This is an optimization exercise on Yosys and OpenROAD, whose aim is small area, a short achievable clock period and few clock cycles per item, not a production implementation.
RTL that was checked went through simulation tests only; none was proved equivalent to the original.
Power figures rest on the tool's default switching activity, not on a simulated workload.

==> inputs of onyx <==
## ordered_list_insert_delete_search
module ordered_list_insert_delete_search (
  input  logic                              clk_i,
  input  logic                              rst_ni,
  input  logic                              s_axis_tvalid,
  output logic                              s_axis_tready,
  input  logic [olist_pkg::S_DATA_W-1:0]    s_axis_tdata,
  input  logic [olist_pkg::OP_W-1:0]        s_axis_tuser,
  output logic                              m_axis_tvalid,
  input  logic                              m_axis_tready,
  output logic [olist_pkg::M_DATA_W-1:0]    m_axis_tdata,
  output logic [olist_pkg::ST_W-1:0]        m_axis_tuser
);
clock: 6.0 ns
lec_check: 0
cap_margin: 20
core_margin: 2
core_utilization: 50
cts_buf_list: sky130_fd_sc_hd__clkbuf_16
cts_cluster_diameter: 100
cts_cluster_size: 24
setup_slack_margin: 3.45
slew_margin: 20
run.sh (not shown) runs the stock make flow with config.mk's settings and CLKGATE_MAP_FILE= SYNTH_SCRIPT=/design/flow/synth_recipe.tcl, a recipe that flattens the netlist after the stock synthesis.
==> inputs of yarrow, as changes to onyx <==
--- a/flow/design.v
+++ b/flow/design.v
@@ -5,42 +5,43 @@
   localparam int unsigned POS_W    = 6;
   localparam int unsigned VAL_W    = 32;
   localparam int unsigned OP_W     = 2;
   localparam int unsigned ST_W     = 2;
   localparam int unsigned S_DATA_W = ((POS_W + VAL_W + 7) / 8) * 8;
   localparam int unsigned M_DATA_W = ((5 + 6 + 7) / 8) * 8;
   localparam int unsigned RES_W = ST_W + CNT_W + IDX_W;
-  localparam int unsigned QDEPTH = 4;
+  localparam int unsigned QDEPTH = 3;
   localparam logic [OP_W-1:0] OP_INSERT = 2'd0;
   localparam logic [OP_W-1:0] OP_DELETE = 2'd1;
   localparam logic [OP_W-1:0] OP_LOCATE = 2'd2;
   localparam logic [ST_W-1:0] ST_OK           = 2'd0;
   localparam logic [ST_W-1:0] ST_FULL         = 2'd1;
   localparam logic [ST_W-1:0] ST_BAD_POSITION = 2'd2;
   localparam logic [ST_W-1:0] ST_NOT_FOUND    = 2'd3;
 endpackage
 module olist_ram (
   input  logic                                     clk_i,
-  input  logic [olist_pkg::CAPACITY-1:0]           hold_i,
   input  logic [olist_pkg::CAPACITY-1:0]           up_i,
   input  logic [olist_pkg::CAPACITY-1:0]           ld_i,
   input  logic [olist_pkg::CAPACITY-1:0]           dn_i,
   input  logic [olist_pkg::VAL_W-1:0]              val_i,
   output logic [olist_pkg::CAPACITY-1:0]           eq_o
 );
   localparam int unsigned N = olist_pkg::CAPACITY;
   localparam int unsigned W = olist_pkg::VAL_W;
   logic [W-1:0] mem_q [N];
   logic [W-1:0] mem_d [N];
   always_comb begin
     for (int i = 0; i < N; i++) begin
+      logic hold;
       logic [W-1:0] lo, hi;
       lo   = (i > 0)     ? mem_q[(i > 0) ? i - 1 : 0] : '0;
       hi   = (i < N - 1) ? mem_q[(i < N - 1) ? i + 1 : i] : '0;
-      mem_d[i] = ({W{hold_i[i]}} & mem_q[i])
+      hold = !(up_i[i] || ld_i[i] || dn_i[i]);
+      mem_d[i] = ({W{hold}}     & mem_q[i])
                | ({W{up_i[i]}}  & lo)
                | ({W{dn_i[i]}}  & hi)
                | ({W{ld_i[i]}}  & val_i);
       eq_o[i] = (mem_q[i] == val_i);
     end
   end
   always_ff @(posedge clk_i) begin
@@ -117,100 +118,67 @@
   assign take   = m_axis_tvalid && m_axis_tready;
   always_comb begin
     out_d = out_q;
     if (accept && !take) out_d = out_q + 1'b1;
     if (!accept && take) out_d = out_q - 1'b1;
   end
   always_ff @(posedge clk_i or negedge rst_ni) begin
-    if (!rst_ni) out_q <= '0;
-    else         out_q <= out_d;
-  end
-  always_ff @(posedge clk_i) begin
-    ready_q <= (out_d < ($clog2(D+1))'(D));
+    if (!rst_ni) begin
+      out_q   <= '0;
+      ready_q <= 1'b1;
+    end else begin
+      out_q   <= out_d;
+      ready_q <= (out_d < ($clog2(D+1))'(D));
+    end
   end
   assign s_axis_tready = ready_q;
-  logic                          a_ins, a_del, a_loc, a_v;
+  logic                          a_v;
+  logic [olist_pkg::OP_W-1:0]    a_op;
   logic [olist_pkg::POS_W-1:0]   a_pos;
   logic [olist_pkg::VAL_W-1:0]   a_val;
-  always_ff @(posedge clk_i or negedge rst_ni) begin
-    if (!rst_ni) begin
-      a_ins <= 1'b0;
-      a_del <= 1'b0;
-      a_loc <= 1'b0;
-      a_v   <= 1'b0;
-    end else begin
-      a_ins <= accept && (s_axis_tuser == olist_pkg::OP_INSERT);
-      a_del <= accept && (s_axis_tuser == olist_pkg::OP_DELETE);
-      a_loc <= accept && (s_axis_tuser == olist_pkg::OP_LOCATE);
-      a_v   <= accept;
-    end
-  end
-  always_ff @(posedge clk_i) begin
-    a_pos <= s_axis_tdata[olist_pkg::POS_W-1:0];
-    a_val <= s_axis_tdata[olist_pkg::POS_W+olist_pkg::VAL_W-1:olist_pkg::POS_W];
-  end
+  assign a_v   = accept;
+  assign a_op  = s_axis_tuser;
+  assign a_pos = s_axis_tdata[olist_pkg::POS_W-1:0];
+  assign a_val = s_axis_tdata[olist_pkg::POS_W+olist_pkg::VAL_W-1:olist_pkg::POS_W];
   logic [CNT_W-1:0] n_q, n_d;
-  logic [N-1:0]     nt_q, nt_d;      
   logic             full, p_nz, is_ins, is_del, is_loc;
   logic             ins_go, del_go, ins_ok, del_ok;
   logic [N:0]       therm;           
-  logic [N-1:0]     hold, up, ld, dn, eq;
-  logic [N-1:0]     ld_sel;          
-  assign full   = nt_q[N-1];
+  logic [N-1:0]     up, ld, dn, eq, live;
+  assign full   = n_q[CNT_W-1];
   assign p_nz   = (a_pos != '0);
-  assign is_ins = a_ins;
-  assign is_del = a_del;
-  assign is_loc = a_loc;
+  assign is_ins = a_v && (a_op == olist_pkg::OP_INSERT);
+  assign is_del = a_v && (a_op == olist_pkg::OP_DELETE);
+  assign is_loc = a_v && (a_op == olist_pkg::OP_LOCATE);
   assign ins_go = is_ins && !full;
   assign del_go = is_del;
-  logic ins_in, del_in;
-  always_comb begin
-    ins_in = ld_sel[0];
-    del_in = 1'b0;
-    for (int i = 0; i < N; i++) begin
-      if (i > 0) ins_in = ins_in || (ld_sel[i] && nt_q[(i > 0) ? i - 1 : 0]);
-      del_in = del_in || (ld_sel[i] && nt_q[i]);
-    end
-  end
-  assign ins_ok = ins_go && ins_in;
-  assign del_ok = del_go && del_in;
+  assign ins_ok = ins_go && p_nz && ({1'b0, a_pos} <= {1'b0, n_q} + 7'd1);
+  assign del_ok = del_go && p_nz && (a_pos <= n_q);
   always_comb begin
     for (int j = 0; j <= N; j++) begin
       therm[j] = p_nz && (a_pos <= olist_pkg::POS_W'(j));
     end
     for (int i = 0; i < N; i++) begin
-      ld_sel[i] = (a_pos == olist_pkg::POS_W'(i + 1));
-      hold[i] = !(therm[i+1] && (ins_go || del_go));
       up[i]   = ins_go && therm[i];
-      ld[i]   = ins_go && ld_sel[i];
-      dn[i]   = del_go && therm[i+1];
+      ld[i]   = ins_go && therm[i+1] && !therm[i];
+      dn[i]   = (i < N - 1) && del_go && therm[i+1];
+      live[i] = (CNT_W'(i) < n_q);
     end
   end
   always_comb begin
     n_d = n_q;
     if (ins_ok) n_d = n_q + 1'b1;
     if (del_ok) n_d = n_q - 1'b1;
   end
-  always_comb begin
-    nt_d = nt_q;
-    if (ins_ok) nt_d = {nt_q[N-2:0], 1'b1};
-    if (del_ok) nt_d = {1'b0, nt_q[N-1:1]};
-  end
-  always_ff @(posedge clk_i or negedge rst_ni) begin
-    if (!rst_ni) begin
-      n_q  <= '0;
-      nt_q <= '0;
-    end else begin
-      n_q  <= n_d;
-      nt_q <= nt_d;
-    end
+  always_ff @(posedge clk_i or negedge rst_ni) begin
+    if (!rst_ni) n_q <= '0;
+    else         n_q <= n_d;
   end
   olist_ram u_ram (
     .clk_i (clk_i),
-    .hold_i(hold),
     .up_i  (up),
     .ld_i  (ld),
     .dn_i  (dn),
     .val_i (a_val),
     .eq_o  (eq)
   );
   logic             b_v;
@@ -221,17 +189,15 @@
   always_ff @(posedge clk_i or negedge rst_ni) begin
     if (!rst_ni) b_v <= 1'b0;
     else         b_v <= a_v;
   end
   always_ff @(posedge clk_i) begin
     b_loc <= is_loc;
     b_cnt <= n_d;
-    for (int i = 0; i < N; i++) begin
-      b_hit[i] <= eq[i] && nt_q[i];
-    end
+    b_hit <= eq & live;
     if (is_ins && full)                         b_st <= olist_pkg::ST_FULL;
     else if ((is_ins && !ins_ok) || (is_del && !del_ok)) b_st <= olist_pkg::ST_BAD_POSITION;
     else                                        b_st <= olist_pkg::ST_OK;
   end
   logic [IDX_W-1:0]     c_idx;
   logic                 c_found;
   logic [ST_W-1:0]      c_st;
Settings changed: CORE_UTILIZATION 50 to 45, CTS_BUF_LIST sky130_fd_sc_hd__clkbuf_16 to sky130_fd_sc_hd__clkbuf_8, CTS_CLUSTER_DIAMETER 100 to default, CTS_CLUSTER_SIZE 24 to 40, SETUP_SLACK_MARGIN 3.45 to 3.6.
==> inputs of raven, as changes to onyx <==
--- a/flow/design.v
+++ b/flow/design.v
@@ -16,31 +16,32 @@
   localparam logic [ST_W-1:0] ST_OK           = 2'd0;
   localparam logic [ST_W-1:0] ST_FULL         = 2'd1;
   localparam logic [ST_W-1:0] ST_BAD_POSITION = 2'd2;
   localparam logic [ST_W-1:0] ST_NOT_FOUND    = 2'd3;
 endpackage
 module olist_ram (
   input  logic                                     clk_i,
-  input  logic [olist_pkg::CAPACITY-1:0]           hold_i,
   input  logic [olist_pkg::CAPACITY-1:0]           up_i,
   input  logic [olist_pkg::CAPACITY-1:0]           ld_i,
   input  logic [olist_pkg::CAPACITY-1:0]           dn_i,
   input  logic [olist_pkg::VAL_W-1:0]              val_i,
   output logic [olist_pkg::CAPACITY-1:0]           eq_o
 );
   localparam int unsigned N = olist_pkg::CAPACITY;
   localparam int unsigned W = olist_pkg::VAL_W;
   logic [W-1:0] mem_q [N];
   logic [W-1:0] mem_d [N];
   always_comb begin
     for (int i = 0; i < N; i++) begin
+      logic hold;
       logic [W-1:0] lo, hi;
       lo   = (i > 0)     ? mem_q[(i > 0) ? i - 1 : 0] : '0;
       hi   = (i < N - 1) ? mem_q[(i < N - 1) ? i + 1 : i] : '0;
-      mem_d[i] = ({W{hold_i[i]}} & mem_q[i])
+      hold = !(up_i[i] || ld_i[i] || dn_i[i]);
+      mem_d[i] = ({W{hold}}     & mem_q[i])
                | ({W{up_i[i]}}  & lo)
                | ({W{dn_i[i]}}  & hi)
                | ({W{ld_i[i]}}  & val_i);
       eq_o[i] = (mem_q[i] == val_i);
     end
   end
   always_ff @(posedge clk_i) begin
@@ -117,100 +118,72 @@
   assign take   = m_axis_tvalid && m_axis_tready;
   always_comb begin
     out_d = out_q;
     if (accept && !take) out_d = out_q + 1'b1;
     if (!accept && take) out_d = out_q - 1'b1;
   end
   always_ff @(posedge clk_i or negedge rst_ni) begin
-    if (!rst_ni) out_q <= '0;
-    else         out_q <= out_d;
-  end
-  always_ff @(posedge clk_i) begin
-    ready_q <= (out_d < ($clog2(D+1))'(D));
+    if (!rst_ni) begin
+      out_q   <= '0;
+      ready_q <= 1'b1;
+    end else begin
+      out_q   <= out_d;
+      ready_q <= (out_d < ($clog2(D+1))'(D));
+    end
   end
   assign s_axis_tready = ready_q;
-  logic                          a_ins, a_del, a_loc, a_v;
+  logic                          a_v;
+  logic [olist_pkg::OP_W-1:0]    a_op;
   logic [olist_pkg::POS_W-1:0]   a_pos;
   logic [olist_pkg::VAL_W-1:0]   a_val;
   always_ff @(posedge clk_i or negedge rst_ni) begin
-    if (!rst_ni) begin
-      a_ins <= 1'b0;
-      a_del <= 1'b0;
-      a_loc <= 1'b0;
-      a_v   <= 1'b0;
-    end else begin
-      a_ins <= accept && (s_axis_tuser == olist_pkg::OP_INSERT);
-      a_del <= accept && (s_axis_tuser == olist_pkg::OP_DELETE);
-      a_loc <= accept && (s_axis_tuser == olist_pkg::OP_LOCATE);
-      a_v   <= accept;
-    end
-  end
-  always_ff @(posedge clk_i) begin
+    if (!rst_ni) a_v <= 1'b0;
+    else         a_v <= accept;
+  end
+  always_ff @(posedge clk_i) begin
+    a_op  <= s_axis_tuser;
     a_pos <= s_axis_tdata[olist_pkg::POS_W-1:0];
     a_val <= s_axis_tdata[olist_pkg::POS_W+olist_pkg::VAL_W-1:olist_pkg::POS_W];
   end
   logic [CNT_W-1:0] n_q, n_d;
-  logic [N-1:0]     nt_q, nt_d;      
   logic             full, p_nz, is_ins, is_del, is_loc;
   logic             ins_go, del_go, ins_ok, del_ok;
   logic [N:0]       therm;           
-  logic [N-1:0]     hold, up, ld, dn, eq;
-  logic [N-1:0]     ld_sel;          
-  assign full   = nt_q[N-1];
+  logic [N-1:0]     up, ld, dn, eq, live;
+  assign full   = n_q[CNT_W-1];
   assign p_nz   = (a_pos != '0);
-  assign is_ins = a_ins;
-  assign is_del = a_del;
-  assign is_loc = a_loc;
+  assign is_ins = a_v && (a_op == olist_pkg::OP_INSERT);
+  assign is_del = a_v && (a_op == olist_pkg::OP_DELETE);
+  assign is_loc = a_v && (a_op == olist_pkg::OP_LOCATE);
   assign ins_go = is_ins && !full;
   assign del_go = is_del;
-  logic ins_in, del_in;
-  always_comb begin
-    ins_in = ld_sel[0];
-    del_in = 1'b0;
-    for (int i = 0; i < N; i++) begin
-      if (i > 0) ins_in = ins_in || (ld_sel[i] && nt_q[(i > 0) ? i - 1 : 0]);
-      del_in = del_in || (ld_sel[i] && nt_q[i]);
-    end
-  end
-  assign ins_ok = ins_go && ins_in;
-  assign del_ok = del_go && del_in;
+  assign ins_ok = ins_go && p_nz && ({1'b0, a_pos} <= {1'b0, n_q} + 7'd1);
+  assign del_ok = del_go && p_nz && (a_pos <= n_q);
   always_comb begin
     for (int j = 0; j <= N; j++) begin
       therm[j] = p_nz && (a_pos <= olist_pkg::POS_W'(j));
     end
     for (int i = 0; i < N; i++) begin
-      ld_sel[i] = (a_pos == olist_pkg::POS_W'(i + 1));
-      hold[i] = !(therm[i+1] && (ins_go || del_go));
       up[i]   = ins_go && therm[i];
-      ld[i]   = ins_go && ld_sel[i];
-      dn[i]   = del_go && therm[i+1];
+      ld[i]   = ins_go && therm[i+1] && !therm[i];
+      dn[i]   = (i < N - 1) && del_go && therm[i+1];
+      live[i] = (CNT_W'(i) < n_q);
     end
   end
   always_comb begin
     n_d = n_q;
     if (ins_ok) n_d = n_q + 1'b1;
     if (del_ok) n_d = n_q - 1'b1;
   end
-  always_comb begin
-    nt_d = nt_q;
-    if (ins_ok) nt_d = {nt_q[N-2:0], 1'b1};
-    if (del_ok) nt_d = {1'b0, nt_q[N-1:1]};
-  end
-  always_ff @(posedge clk_i or negedge rst_ni) begin
-    if (!rst_ni) begin
-      n_q  <= '0;
-      nt_q <= '0;
-    end else begin
-      n_q  <= n_d;
-      nt_q <= nt_d;
-    end
+  always_ff @(posedge clk_i or negedge rst_ni) begin
+    if (!rst_ni) n_q <= '0;
+    else         n_q <= n_d;
   end
   olist_ram u_ram (
     .clk_i (clk_i),
-    .hold_i(hold),
     .up_i  (up),
     .ld_i  (ld),
     .dn_i  (dn),
     .val_i (a_val),
     .eq_o  (eq)
   );
   logic             b_v;
@@ -221,17 +194,15 @@
   always_ff @(posedge clk_i or negedge rst_ni) begin
     if (!rst_ni) b_v <= 1'b0;
     else         b_v <= a_v;
   end
   always_ff @(posedge clk_i) begin
     b_loc <= is_loc;
     b_cnt <= n_d;
-    for (int i = 0; i < N; i++) begin
-      b_hit[i] <= eq[i] && nt_q[i];
-    end
+    b_hit <= eq & live;
     if (is_ins && full)                         b_st <= olist_pkg::ST_FULL;
     else if ((is_ins && !ins_ok) || (is_del && !del_ok)) b_st <= olist_pkg::ST_BAD_POSITION;
     else                                        b_st <= olist_pkg::ST_OK;
   end
   logic [IDX_W-1:0]     c_idx;
   logic                 c_found;
   logic [ST_W-1:0]      c_st;
Settings changed: CORE_UTILIZATION 50 to 40, CTS_BUF_LIST sky130_fd_sc_hd__clkbuf_16 to default, CTS_CLUSTER_DIAMETER 100 to default, CTS_CLUSTER_SIZE 24 to default, SETUP_SLACK_MARGIN 3.45 to default.
==> notes <==
yarrow finished with timing, DRC and antenna clean. onyx produced a clean layout. raven completed without violations. The lowest final area belongs to raven, the highest to yarrow. Global-route usage: yarrow > onyx > raven. Between yarrow and onyx, the lower wire length is in onyx (gap 13%, measured against onyx). The highest clock-buffer cell count belongs to yarrow, the lowest to onyx. Setup slack, lowest first: raven, yarrow, onyx. Non-clock buffer count: yarrow > onyx > raven. Synthesized cell count, highest first: onyx, raven, yarrow.
==> figures <==
metric	onyx	raven	yarrow
Number of filler cells placed in the layout	10,970	14,240	10,770
Flop pwr share	56.2%	48.5%	47.9%
Detailed Route WL	260,300 µm	252,000 µm	295,400 µm
Slew at the pin closest to its max-slew limit	1.147 ns	1.155 ns	1.150 ns
Starting density of the core	50.46%	40.35%	45.31%
Result of the run	no timing/DRC/antenna violations	no timing/DRC/antenna violations	no timing/DRC/antenna violations
Critical-path top delay cell	sky130_fd_sc_hd__nor4b_4	sky130_fd_sc_hd__or4_1	sky130_fd_sc_hd__dfstp_2
Reg-to-Reg Start	a_pos[3]	a_pos[2]	ready_q
Setup WS pre-CTS	1.867 ns	2.145 ns	1.308 ns
Sequential portion of the cell area	36.44%	36.38%	29.97%
Setup Skew	0.03428 ns	0.03104 ns	0.04956 ns
Total of clock buffers placed in the layout	58	200	235
Simple-gate portion of the synthesized area	17.19%	15.35%	13.91%
Post-synthesis mux area share	1.465%	0.7500%	0.03417%
Sequential element share of the synthesized area	41.15%	40.32%	38.94%
Testbench counts of onyx, summed over its fixed seeds: cycles 4,824, items 4,800.
Testbench counts of raven, summed over its fixed seeds: cycles 4,824, items 4,800.
Function not checked in yarrow: the RTL went through the layout flow alone.

## what the ideal ports hide
Ports are ideal in the flow. The routed layouts listed here were re-timed in OpenROAD.
Step 1 sets driving cells, clkbuf_16 on the clock port and buf_2 on the other inputs (assumed; they add their load-dependent delay and slew).
Step 2, shift: input delay + t, output delay - t, t = (earliest + latest rising clock arrival at the registers) / 2. This alone moves slack from input paths to output paths.
Three values: ideal ports, drivers, drivers and shift; two values: the first two.
run | t (ns) | setup slack, ns | clock arrival spread, ns | slew at the worst register clock pin (ns)
onyx | 0.799 | 3.216 / 3.216 / 2.862 | 0.037 / 0.038 | 0.11 / 0.11
yarrow | 1.021 | 3.121 / 3.047 / 2.258 | 0.059 / 0.058 | 0.07 / 0.07
raven | 0.874 | 2.033 / 2.033 / 2.033 | 0.034 / 0.034 | 0.07 / 0.07
After both steps every run listed still meets setup and hold. The setup slack of yarrow, which loses most, moves by -0.074 ns with the drivers and by -0.863 ns with both steps.
